Background: an optimization exercise with open tools, aiming at small area and a short achievable clock period. Do not read the settings as production practice.
In this exercise RTL edits were held to simulation tests only and were not proved equivalent to the original.
Power figures rest on the tool's default switching activity, not on a simulated workload.

==> flow/design.v <==
module pram_fifo #(
    parameter int DEPTH  = 64,
    parameter int ADDR_W = 6
) (
    input  logic              clk,
    input  logic              reset,
    input  logic              cpu_we,
    input  logic [15:0]       cpu_wdata,
    input  logic              flush,
    input  logic              re,
    output logic [31:0]       PRAMdata,
    output logic              empty,
    output logic              full,
    output logic [ADDR_W:0]   count,
    output logic              half_pending,
    output logic              overflow,
    output logic              underflow
);
    localparam logic [ADDR_W:0] LP_DEPTH = (ADDR_W+1)'(DEPTH);
    logic [31:0]           r_mem [DEPTH];
    logic [ADDR_W-1:0]     r_wptr;
    logic [DEPTH-1:0]      r_rsel_lo;
    logic [DEPTH-1:0]      r_rsel_hi;
    logic [15:0]           r_hi;        
    logic                  r_half;
    logic [ADDR_W:0]       r_count;
    logic                  r_empty;
    logic                  r_full;
    logic [31:0]           r_data;
    logic                  r_ovf;
    logic                  r_udf;
    logic w_swap, w_pop, w_push_req, w_push, w_drop, w_clr, w_wen;
    logic [ADDR_W:0] w_cnt_inc, w_cnt_dec;
    logic w_one, w_almost;
    logic [31:0] w_rd;
    assign w_clr      = ~reset | flush;
    assign w_swap     = &cpu_wdata;
    assign w_pop      = re & ~r_empty;
    assign w_push_req = cpu_we & (r_half | w_swap);
    assign w_push     = w_push_req & (~r_full | re);
    assign w_drop     = w_push_req & r_full & ~re;
    assign w_wen      = ~r_full | re;
    always_ff @(posedge clk) begin
        if (w_wen) r_mem[r_wptr] <= {r_hi, cpu_wdata};
    end
    always_ff @(posedge clk) begin
        if (w_clr) begin
            r_half <= 1'b0;
            r_hi   <= 16'hFFFF;
        end else if (cpu_we) begin
            r_half <= ~r_half & ~w_swap;
            r_hi   <= r_half ? 16'hFFFF : cpu_wdata;
        end
    end
    logic [ADDR_W-1:0] w_wptr_inc;
    always_comb begin
        logic c;
        c = 1'b1;
        for (int i = 0; i < ADDR_W; i++) begin
            w_wptr_inc[i] = r_wptr[i] ^ c;
            c = c & r_wptr[i];
        end
    end
    always_ff @(posedge clk) begin
        if (w_clr) begin
            r_wptr <= '0;
            r_rsel_lo <= DEPTH'(1);
            r_rsel_hi <= DEPTH'(1);
        end else begin
            if (w_push) r_wptr <= w_wptr_inc;
            if (w_pop) begin
                r_rsel_lo <= {r_rsel_lo[DEPTH-2:0], r_rsel_lo[DEPTH-1]};
                r_rsel_hi <= {r_rsel_hi[DEPTH-2:0], r_rsel_hi[DEPTH-1]};
            end
        end
    end
    always_comb begin
        logic c_inc, c_dec;
        c_inc = 1'b1;
        c_dec = 1'b1;
        for (int i = 0; i <= ADDR_W; i++) begin
            w_cnt_inc[i] = r_count[i] ^ c_inc;
            w_cnt_dec[i] = r_count[i] ^ c_dec;
            c_inc = c_inc & r_count[i];
            c_dec = c_dec & ~r_count[i];
        end
    end
    assign w_one     = (r_count == (ADDR_W+1)'(1));
    assign w_almost  = (r_count == LP_DEPTH - 1'b1);
    logic w_inc, w_dec, w_hold;
    assign w_inc  = w_push & ~w_pop;
    assign w_dec  = w_pop & ~w_push;
    assign w_hold = ~(w_inc | w_dec);
    always_ff @(posedge clk) begin
        if (w_clr) begin
            r_count <= '0;
            r_empty <= 1'b1;
            r_full  <= 1'b0;
        end else begin
            r_count <= ({(ADDR_W+1){w_inc}}  & w_cnt_inc) |
                       ({(ADDR_W+1){w_dec}}  & w_cnt_dec) |
                       ({(ADDR_W+1){w_hold}} & r_count);
            r_empty <= (w_dec & w_one) | (w_hold & r_empty);
            r_full  <= (w_inc & w_almost) | (w_hold & r_full);
        end
    end
    always_comb begin
        w_rd = '0;
        for (int i = 0; i < DEPTH; i++) begin
            w_rd = w_rd | (r_mem[i] & {{16{r_rsel_hi[i]}}, {16{r_rsel_lo[i]}}});
        end
    end
    always_ff @(posedge clk) begin
        if (!reset) begin
            r_data <= '0;
        end else if (w_pop & ~flush) begin
            r_data <= w_rd;
        end
    end
    always_ff @(posedge clk) begin
        if (w_clr) begin
            r_ovf <= 1'b0;
            r_udf <= 1'b0;
        end else begin
            if (w_drop)         r_ovf <= 1'b1;
            if (re & r_empty)   r_udf <= 1'b1;
        end
    end
    assign PRAMdata     = r_data;
    assign empty        = r_empty;
    assign full         = r_full;
    assign count        = r_count;
    assign half_pending = r_half;
    assign overflow     = r_ovf;
    assign underflow    = r_udf;
endmodule
==> flow/config.mk <==
export PLATFORM = sky130hd
export DESIGN_NAME = pram_fifo
export DESIGN_NICKNAME = pram_fifo
export VERILOG_FILES = /design/flow/design.v
export SDC_FILE = /design/flow/constraint.sdc
export NUM_CORES = 4
export LEC_CHECK = 0
export CAP_MARGIN = 20
export CORE_MARGIN = 2
export CORE_UTILIZATION = 55
export CTS_CLUSTER_DIAMETER = 80
export CTS_CLUSTER_SIZE = 25
export PLACE_DENSITY = 0.7
export SETUP_SLACK_MARGIN = 2.0
export SLEW_MARGIN = 20
==> flow/constraint.sdc <==
create_clock -name core_clock -period 4.0 [get_ports {clk}]
set_input_delay 0.8000 -clock core_clock [delete_from_list [all_inputs] [get_ports {clk}]]
set_output_delay 0.8000 -clock core_clock [all_outputs]
set_load 0.01 [all_outputs]
standard.sh (not shown) runs the stock make flow with config.mk's settings and CLKGATE_MAP_FILE= SYNTH_SCRIPT=/design/flow/synth_recipe.tcl, a recipe that flattens the netlist after the stock synthesis.
==> flow/flow/run.sh <==
#!/bin/bash
# The standard layout, with the control pins grouped on one edge.
set -euo pipefail
here="$(cd "$(dirname "${BASH_SOURCE[0]}")" && pwd)"
cd "$here/.."
bash standard.sh IO_CONSTRAINTS="$here/io.tcl" finish > make_finish.log 2>&1
==> flow/flow/io.tcl <==
# Keep the control inputs and the status outputs together on one edge, so the
# swap-token detect and the occupancy logic are not spread across the die.
set_io_pin_constraint -region left:* -group -pin_names {cpu_wdata[0] cpu_wdata[1] cpu_wdata[2] cpu_wdata[3] cpu_wdata[4] cpu_wdata[5] cpu_wdata[6] cpu_wdata[7] cpu_wdata[8] cpu_wdata[9] cpu_wdata[10] cpu_wdata[11] cpu_wdata[12] cpu_wdata[13] cpu_wdata[14] cpu_wdata[15] cpu_we re flush reset count[0] count[1] count[2] count[3] count[4] count[5] count[6] empty full half_pending overflow underflow}
Edit:
==> flow/run.sh (new file) <==
#!/bin/bash
# synth_recipe.tcl (not shown) runs the flow's synth.tcl, then flattens the netlist and writes it again
# the make line also repeats each setting of config.mk as NAME=value (left out here)
make -C /OpenROAD-flow-scripts/flow DESIGN_CONFIG=/design/flow/config.mk WORK_HOME=/design/flow/orfs CLKGATE_MAP_FILE= SYNTH_SCRIPT=/design/flow/synth_recipe.tcl finish
- CTS_CLUSTER_DIAMETER: 80 -> unset
- CTS_CLUSTER_SIZE: 25 -> unset
- SETUP_SLACK_MARGIN: 2.0 -> 1.9
removed: flow/flow/run.sh
removed: flow/flow/io.tcl
removed: flow/standard.sh
=> Setup slack improved by 71 ps. Utilization climbs by 1.4 points. Wire length is lower slightly. Final cell count goes up slightly. Non-clock buffer count decreases by 91.
Edit:
==> flow/flow/run.sh (new file) <==
#!/bin/bash
# The standard layout, with the control pins grouped on one edge.
set -euo pipefail
here="$(cd "$(dirname "${BASH_SOURCE[0]}")" && pwd)"
cd "$here/.."
bash standard.sh IO_CONSTRAINTS="$here/io.tcl" finish > make_finish.log 2>&1
==> flow/flow/io.tcl (new file) <==
# Keep the control inputs and the status outputs together on one edge, so the
# swap-token detect and the occupancy logic are not spread across the die.
set_io_pin_constraint -region left:* -group -pin_names {cpu_wdata[0] cpu_wdata[1] cpu_wdata[2] cpu_wdata[3] cpu_wdata[4] cpu_wdata[5] cpu_wdata[6] cpu_wdata[7] cpu_wdata[8] cpu_wdata[9] cpu_wdata[10] cpu_wdata[11] cpu_wdata[12] cpu_wdata[13] cpu_wdata[14] cpu_wdata[15] cpu_we re flush reset count[0] count[1] count[2] count[3] count[4] count[5] count[6] empty full half_pending overflow underflow}
==> flow/standard.sh (new file) <==
#!/bin/bash
# synth_recipe.tcl (not shown) runs the flow's synth.tcl, then flattens the netlist and writes it again
# the make line also repeats each setting of config.mk as NAME=value (left out here)
make -C /OpenROAD-flow-scripts/flow DESIGN_CONFIG=/design/flow/config.mk WORK_HOME=/design/flow/orfs CLKGATE_MAP_FILE= SYNTH_SCRIPT=/design/flow/synth_recipe.tcl "${@:-finish}"
- CORE_UTILIZATION: 55 -> 60
- CTS_CLUSTER_DIAMETER: unset -> 80
- CTS_CLUSTER_SIZE: unset -> 25
- PLACE_DENSITY: 0.7 -> 0.75
- SETUP_SLACK_MARGIN: 1.9 -> 2.0
removed: flow/run.sh
=> Fmax rose by 9.7%; cell area decreases by 2.2%; non-clock buffer count came out higher by 103; final cell count is lower by 3.5%; via count went up by 1.8%; synthesized cell count is unchanged; routed wire length barely changes; worst hold slack is better by 20 ps; worst setup slack improved by 220 ps; area after synthesis stays the same; core utilization goes up by 4.4 points.
Edit:
==> flow/run.sh (new file) <==
#!/bin/bash
# synth_recipe.tcl (not shown) runs the flow's synth.tcl, then flattens the netlist and writes it again
# the make line also repeats each setting of config.mk as NAME=value (left out here)
make -C /OpenROAD-flow-scripts/flow DESIGN_CONFIG=/design/flow/config.mk WORK_HOME=/design/flow/orfs CLKGATE_MAP_FILE= SYNTH_SCRIPT=/design/flow/synth_recipe.tcl finish
- CORE_UTILIZATION: 60 -> 55
- CTS_CLUSTER_DIAMETER: 80 -> 100
- CTS_CLUSTER_SIZE: 25 -> 30
- PLACE_DENSITY: 0.75 -> 0.7
- SETUP_SLACK_MARGIN: 2.0 -> 1.9
removed: flow/flow/run.sh
removed: flow/flow/io.tcl
removed: flow/standard.sh
=> The new run went through all stages and came out clean. Sequential share of layout area went up by 1.9 points. Via count went down by a few percent. Wire length went down slightly. Worst setup slack gets worse by 330 ps.
Edit:
==> flow/flow/run.sh (new file) <==
#!/bin/bash
# The standard layout, with the control pins grouped on one edge.
set -euo pipefail
here="$(cd "$(dirname "${BASH_SOURCE[0]}")" && pwd)"
cd "$here/.."
bash standard.sh IO_CONSTRAINTS="$here/io.tcl" finish > make_finish.log 2>&1
==> flow/flow/io.tcl (new file) <==
# Keep the control inputs and the status outputs together on one edge, so the
# swap-token detect and the occupancy logic are not spread across the die.
set_io_pin_constraint -region left:* -group -pin_names {cpu_wdata[0] cpu_wdata[1] cpu_wdata[2] cpu_wdata[3] cpu_wdata[4] cpu_wdata[5] cpu_wdata[6] cpu_wdata[7] cpu_wdata[8] cpu_wdata[9] cpu_wdata[10] cpu_wdata[11] cpu_wdata[12] cpu_wdata[13] cpu_wdata[14] cpu_wdata[15] cpu_we re flush reset count[0] count[1] count[2] count[3] count[4] count[5] count[6] empty full half_pending overflow underflow}
==> flow/standard.sh (new file) <==
#!/bin/bash
# synth_recipe.tcl (not shown) runs the flow's synth.tcl, then flattens the netlist and writes it again
# the make line also repeats each setting of config.mk as NAME=value (left out here)
make -C /OpenROAD-flow-scripts/flow DESIGN_CONFIG=/design/flow/config.mk WORK_HOME=/design/flow/orfs CLKGATE_MAP_FILE= SYNTH_SCRIPT=/design/flow/synth_recipe.tcl "${@:-finish}"
- CORE_UTILIZATION: 55 -> 58
- CTS_CLUSTER_DIAMETER: 100 -> 80
- CTS_CLUSTER_SIZE: 30 -> 25
- PLACE_DENSITY: 0.7 -> 0.72
- SETUP_SLACK_MARGIN: 1.9 -> 1.95
- TNS_END_PERCENT: unset -> 50
removed: flow/run.sh
Result: Via count rises by a few percent. Clock power rises by a few percent. Utilization rises by 4.3 points. Fmax rises by about a fifth.
Edit:
- CORE_UTILIZATION: 58 -> 62
- PLACE_DENSITY: 0.72 -> 0.8
- SETUP_SLACK_MARGIN: 1.95 -> 1.85
- TNS_END_PERCENT: 50 -> unset
=>
- The changed run ran to the end with no violations
- setup slack gets worse by 180 ps
- sequential share of layout area increases by 1.5 points
- power stays flat
- flip-flop and latch count is unchanged
- global-route usage goes up by 1.1 points
- clock-buffer cell count climbs by 1
- maximum frequency fell by 7.2%
- combinational power falls by about 1%
- hold slack improves by 47 ps

## static timing again, ports no longer ideal
Ports are ideal in the flow. The routed layouts listed here were re-timed in OpenROAD.
Step 1 (the two cells are an assumption about what drives the block):
set clk [get_ports {clk}]
set_driving_cell -lib_cell sky130_fd_sc_hd__clkbuf_16 $clk
set_driving_cell -lib_cell sky130_fd_sc_hd__buf_2 [delete_from_list [all_inputs] $clk]
Step 2 also shifts input and output timing later by t, the mid clock arrival at the registers, as if the neighbouring blocks saw the same clock.
Three values: no drivers, after step 1, after step 2; two values: the first two.
run	shift t [ns]	setup WS [ns]	hold WS [ns]	clock arrival spread, ns	worst data-port slew with drivers (ns)
the first run	0.857	1.452 / 1.452 / 1.209	0.492 / 0.492 / 0.492	0.046 / 0.046	0.03
the second run	0.925	1.522 / 1.570 / 0.644	0.469 / 0.460 / 0.469	0.041 / 0.041	0.08
the third run	0.853	1.740 / 1.740 / 1.200	0.489 / 0.472 / 0.489	0.040 / 0.040	0.05
the fourth run	0.859	1.409 / 1.452 / 0.592	0.478 / 0.478 / 0.478	0.032 / 0.033	0.08
the fifth run	0.847	1.735 / 1.735 / 1.125	0.428 / 0.365 / 0.449	0.028 / 0.028	0.03
the sixth run	0.845	1.558 / 1.558 / 1.103	0.475 / 0.475 / 0.475	0.028 / 0.028	0.03
After both steps setup and hold are still met in every run listed. The setup slack of the second run, which loses most, moves by +0.048 ns with the drivers and by -0.878 ns with both steps.
